From an optimization exercise on the open Yosys and OpenROAD flow, aimed at small area; shortcuts taken in it are not production practice.
The RTL was checked by simulation tests, not by an equivalence proof against the original design.
Power and IR drop assume default switching activity.

Design rvCore, start of the top module:
module rvCore (
	input logic clk,
	input logic reset_,
	input logic inValid,
	output logic inReady,
	input logic [31:0] inPc,
	input logic [31:0] inInst,
	output logic outValid,
	input logic outReady,
	output logic [172:0] outResult
);
	logic [31:0] pcR;
	logic [31:7] instR;
	logic [3:0] clsR;
	logic [3:0] cls;
	logic [31:0] regs [1:31];
	logic [31:1] regValid;
	logic take;
	logic [4:0] rd;
	logic [4:0] rs1;
	logic [4:0] rs2;
	logic [2:0] f3;
	logic [6:0] f7;
	logic isLoad, isStore, isBranch, isJalr, isJal, isOpImm, isOp, isAuipc, isLui;
	logic invalid;
	logic writeRd;
	logic wrEn;
	logic [31:1] selA;
	logic [31:1] selB;
	logic [10:0] grpA [0:31];
	logic [10:0] grpB [0:31];
	logic [31:0] a;
	logic [31:0] b;
	logic [31:0] imm;
	logic [31:0] opB;
	logic [31:0] x;
	logic [31:0] y;
	logic sub;
	logic usePc;
	logic [31:0] sum;
	logic lt;
	logic eq;
	logic cond;
	logic [31:0] shIn;
	logic [31:0] shR;
	logic [31:0] pc4;
	logic selSum, selShr, selShl, selXor, selOr, selAnd, selPc4, selLt;
	logic [31:0] value;
	logic [31:0] target;
	assign inReady = !outValid || outReady;
	assign take = outValid && outReady;
	always_ff @(posedge clk or negedge reset_) begin
		if (!reset_) begin
			outValid <= 1'b0;
		end else if (inValid && inReady) begin
			outValid <= 1'b1;
		end else if (outReady) begin
			outValid <= 1'b0;
		end
	end
	always_ff @(posedge clk) begin
		if (inValid && inReady) begin
			pcR <= inPc;
			instR <= inInst[31:7];
			clsR <= cls;
		end
	end
	localparam logic [3:0] ClsNop = 4'b0000, ClsBad = 4'b0001, ClsLoad = 4'b0010,
  ...
export LEC_CHECK = 0
export CAP_MARGIN = 0
export CORE_MARGIN = 2
export CORE_UTILIZATION = 45
export GPL_ROUTABILITY_DRIVEN = 0
export PLACE_DENSITY = 0.72
export SETUP_SLACK_MARGIN = 0.15
export SLEW_MARGIN = 0
create_clock -name core_clock -period 10.0 [get_ports {clk}]
standard.sh (not shown) runs the stock make flow with config.mk's settings and CLKGATE_MAP_FILE= SYNTH_SCRIPT=/design/flow/synth_recipe.tcl, a recipe that flattens the netlist after the stock synthesis.
==> flow/flow/run.sh <==
#!/bin/bash
# Standard layout with three changes: synthesis's ABC mapping runs for area instead of
# speed, ports get the smallest buffer, and clock tree synthesis uses larger sink clusters
# without dummy loads. Synthesis is synth_recipe.tcl unchanged apart from the ABC script, so
# the registers (names, count, cell types) are those of the standard synthesis.
set -uo pipefail
W=$(pwd)
F=$W/flow
cat > "$W/area_synth.tcl" <<TCL
proc abc {args} {
  set i [lsearch -exact \$args -script]
  if {\$i >= 0} { lset args [expr {\$i + 1}] $F/area.abc }
  yosys abc {*}\$args
}
source $W/synth_recipe.tcl
TCL
bash "$W/standard.sh" "SYNTH_SCRIPT=$W/area_synth.tcl" \
  "BUFFER_PORTS_ARGS=-buffer_cell sky130_fd_sc_hd__buf_1" \
  "CTS_ARGS=-sink_clustering_enable -repair_clock_nets -dont_use_dummy_load -sink_clustering_size 30 -sink_clustering_max_diameter 80 -buf_list {sky130_fd_sc_hd__clkbuf_8 sky130_fd_sc_hd__clkbuf_16}" \
  finish > "$W/flow_make.log" 2>&1
==> flow/flow/area.abc <==
strash
&get -n
&st
&dch
&nf -R 1000
&put
topo
The baseline went through all stages and came out clean.
Rerun with:
Settings changed: SETUP_SLACK_MARGIN 0.15 to 0.2.
Outcome:
- routed wire length is about the same
- final area rises by 0.69%
- clock power barely changes
- count of clock-buffer cells in the layout rises by 1
- power barely changes
- clock skew rises by 0.013 ns
- global-route usage barely changes
- utilization rises by 0.35 points
- setup slack gets better by 0.12 ns
- cell count rises by 0.93%
Rerun with:
Settings changed: CORE_UTILIZATION 45 to 50, SETUP_SLACK_MARGIN 0.2 to 0.15.
Outcome: Final area went down slightly; critical path depth went up by 6; worst setup slack got worse by 0.11 ns; core utilization went up by 5.2 points; sequential power hardly moves.
Rerun with:
Settings changed: GPL_ROUTABILITY_DRIVEN 0 to unset.
The changed run ran to the end with no violations.
Final area stays flat.
Via count is about the same.
Routed wire length rises by a few percent.
Rerun with:
--- a/flow/flow/run.sh
+++ b/flow/flow/run.sh
@@ -19 +19 @@
-  "CTS_ARGS=-sink_clustering_enable -repair_clock_nets -dont_use_dummy_load -sink_clustering_size 30 -sink_clustering_max_diameter 80 -buf_list {sky130_fd_sc_hd__clkbuf_8 sky130_fd_sc_hd__clkbuf_16}" \
+  "CTS_ARGS=-sink_clustering_enable -repair_clock_nets -dont_use_dummy_load -sink_clustering_size 24 -sink_clustering_max_diameter 70 -buf_list {sky130_fd_sc_hd__clkbuf_8 sky130_fd_sc_hd__clkbuf_16}" \
Settings changed: CORE_UTILIZATION 50 to 45, PLACE_DENSITY 0.72 to unset, SETUP_SLACK_MARGIN 0.15 to 0.2.
Outcome: The new run completed with no timing, DRC or antenna violations; worst setup slack got worse by 0.13 ns; core utilization drops by 4.6 points; clock-buffer cell count goes up by 19; global-route usage shrinks by 2.3 points; critical path depth came out lower by 2.


Setup of run A:
Starting RTL as in the previous note.
export LEC_CHECK = 0
export CAP_MARGIN = 0
export CORE_MARGIN = 2
export CORE_UTILIZATION = 45
export PLACE_DENSITY = 0.72
export SETUP_SLACK_MARGIN = 0.2
export SLEW_MARGIN = 0
create_clock -name core_clock -period 10.0 [get_ports {clk}]
==> flow/flow/run.sh <==
#!/bin/bash
# Standard layout with three changes: synthesis's ABC mapping runs for area instead of
# speed, ports get the smallest buffer, and clock tree synthesis uses larger sink clusters
# without dummy loads. Synthesis is synth_recipe.tcl unchanged apart from the ABC script, so
# the registers (names, count, cell types) are those of the standard synthesis.
set -uo pipefail
W=$(pwd)
F=$W/flow
cat > "$W/area_synth.tcl" <<TCL
proc abc {args} {
  set i [lsearch -exact \$args -script]
  if {\$i >= 0} { lset args [expr {\$i + 1}] $F/area.abc }
  yosys abc {*}\$args
}
source $W/synth_recipe.tcl
TCL
bash "$W/standard.sh" "SYNTH_SCRIPT=$W/area_synth.tcl" \
  "BUFFER_PORTS_ARGS=-buffer_cell sky130_fd_sc_hd__buf_1" \
  "CTS_ARGS=-sink_clustering_enable -repair_clock_nets -dont_use_dummy_load -sink_clustering_size 30 -sink_clustering_max_diameter 80 -buf_list {sky130_fd_sc_hd__clkbuf_8 sky130_fd_sc_hd__clkbuf_16}" \
  finish > "$W/flow_make.log" 2>&1
Scripts as last shown in full above: flow/flow/area.abc
For run B, these inputs were changed with respect to run A:
# run A
export LEC_CHECK = 0
export CAP_MARGIN = 0
export CORE_MARGIN = 2
export CORE_UTILIZATION = 45
export PLACE_DENSITY = 0.72
export SETUP_SLACK_MARGIN = 0.2
export SLEW_MARGIN = 0
create_clock -name core_clock -period 10.0 [get_ports {clk}]
# run B
export LEC_CHECK = 0
export CAP_MARGIN = 0
export CORE_MARGIN = 2
export CORE_UTILIZATION = 45
export SETUP_SLACK_MARGIN = 0.2
export SLEW_MARGIN = 0
create_clock -name core_clock -period 10.0 [get_ports {clk}]
Findings:
- Density: run B denser than run A
- Run B has completed all stages; timing, DRC and antenna checks passed.
- Compared to run A, the router laid down more metal wire for run B.
- Relative to run A, wire length of the first global-routing pass increased by 3.3% in run B.
- Comparing run B and run A, the lower maximum frequency was measured on run B.
- Taking run A over run B, the post-CTS repair timing setup buffer count ratio works out to 1.5.
#### Input delta (run C over run B)
# run B
export LEC_CHECK = 0
export CAP_MARGIN = 0
export CORE_MARGIN = 2
export CORE_UTILIZATION = 45
export SETUP_SLACK_MARGIN = 0.2
export SLEW_MARGIN = 0
create_clock -name core_clock -period 10.0 [get_ports {clk}]
# run C
export LEC_CHECK = 0
export CAP_MARGIN = 0
export CORE_MARGIN = 2
export CORE_UTILIZATION = 50
export SETUP_SLACK_MARGIN = 0.2
export SLEW_MARGIN = 0
create_clock -name core_clock -period 10.0 [get_ports {clk}]
### Flow results
Every run in the comparison, run B and run C, completed the flow with a clean layout. Area: run C vs run B -> run C smaller. Effective utilization at floorplan was lower in the run labelled run B. Comparing run B and run C, the higher detailed route wirelength on metal2 was measured on run C. Comparing run B and run C, the higher post-route clock period utilization was measured on run B. Power deteriorates in run C relative to run B. Run B reports its endpoint of the most critical setup path as outResult[103] while run C reports outResult[134].
Input changes introduced in run D (baseline for comparison: run C):
# run C
export LEC_CHECK = 0
export CAP_MARGIN = 0
export CORE_MARGIN = 2
export CORE_UTILIZATION = 50
export SETUP_SLACK_MARGIN = 0.2
export SLEW_MARGIN = 0
create_clock -name core_clock -period 10.0 [get_ports {clk}]
# run D
export LEC_CHECK = 0
export CAP_MARGIN = 0
export CORE_MARGIN = 2
export CORE_UTILIZATION = 45
export PLACE_DENSITY = 0.85
export SETUP_SLACK_MARGIN = 0.2
export SLEW_MARGIN = 0
create_clock -name core_clock -period 10.0 [get_ports {clk}]
==> results.txt <==
NOTE: first-iteration DRC count in run D exceeds that of run C. Run D vs. run C: routed wire length fell by 9.8%, via total after detailed routing rose by about 1.1%, critical path depth fell by 2, power fell by 0.000066 W. Run D completed every stage of the flow, and the final layout passed the timing, DRC and antenna checks. Fraction of standard cell area that is sequential ended up 0.32 points lower on run D than on run C. | data arrival at the endpoint of the critical path | run D vs run C | 30 ps higher |.

[separate check: timing with driven ports]
Ports are ideal in the flow. The routed layouts listed here were re-timed in OpenROAD.
Step 1 sets driving cells, clkbuf_16 on the clock port and buf_2 on the other inputs (assumed; they add their load-dependent delay and slew).
Step 2 adds t to the input delays and takes it off the output delays; t is the mean of the earliest and latest rising clock arrival at the registers after step 1. Input paths then give back, and output paths get back, about the clock's delay inside the block.
Slacks: no drivers / after step 1 / after step 2; pairs: no drivers / after step 1.
run	t, ns	slack for setup (ns)	pins driven straight from the clock port
the first run of note 1	0.740	0.306 / 0.227 / 0.967	1
the second run of note 1	0.717	0.430 / 0.363 / 1.080	1
the third run of note 1	0.705	0.320 / 0.252 / 0.957	1
the fourth run of note 1	0.733	0.348 / 0.275 / 1.008	1
the fifth run of note 1	0.718	0.219 / 0.146 / 0.863	1
run A	0.721	0.484 / 0.410 / 1.130	1
run B	0.733	0.341 / 0.263 / 0.996	1
run C	0.711	0.450 / 0.382 / 1.093	1
run D	0.714	0.417 / 0.340 / 1.054	1
After both steps setup and hold are still met in every run listed.
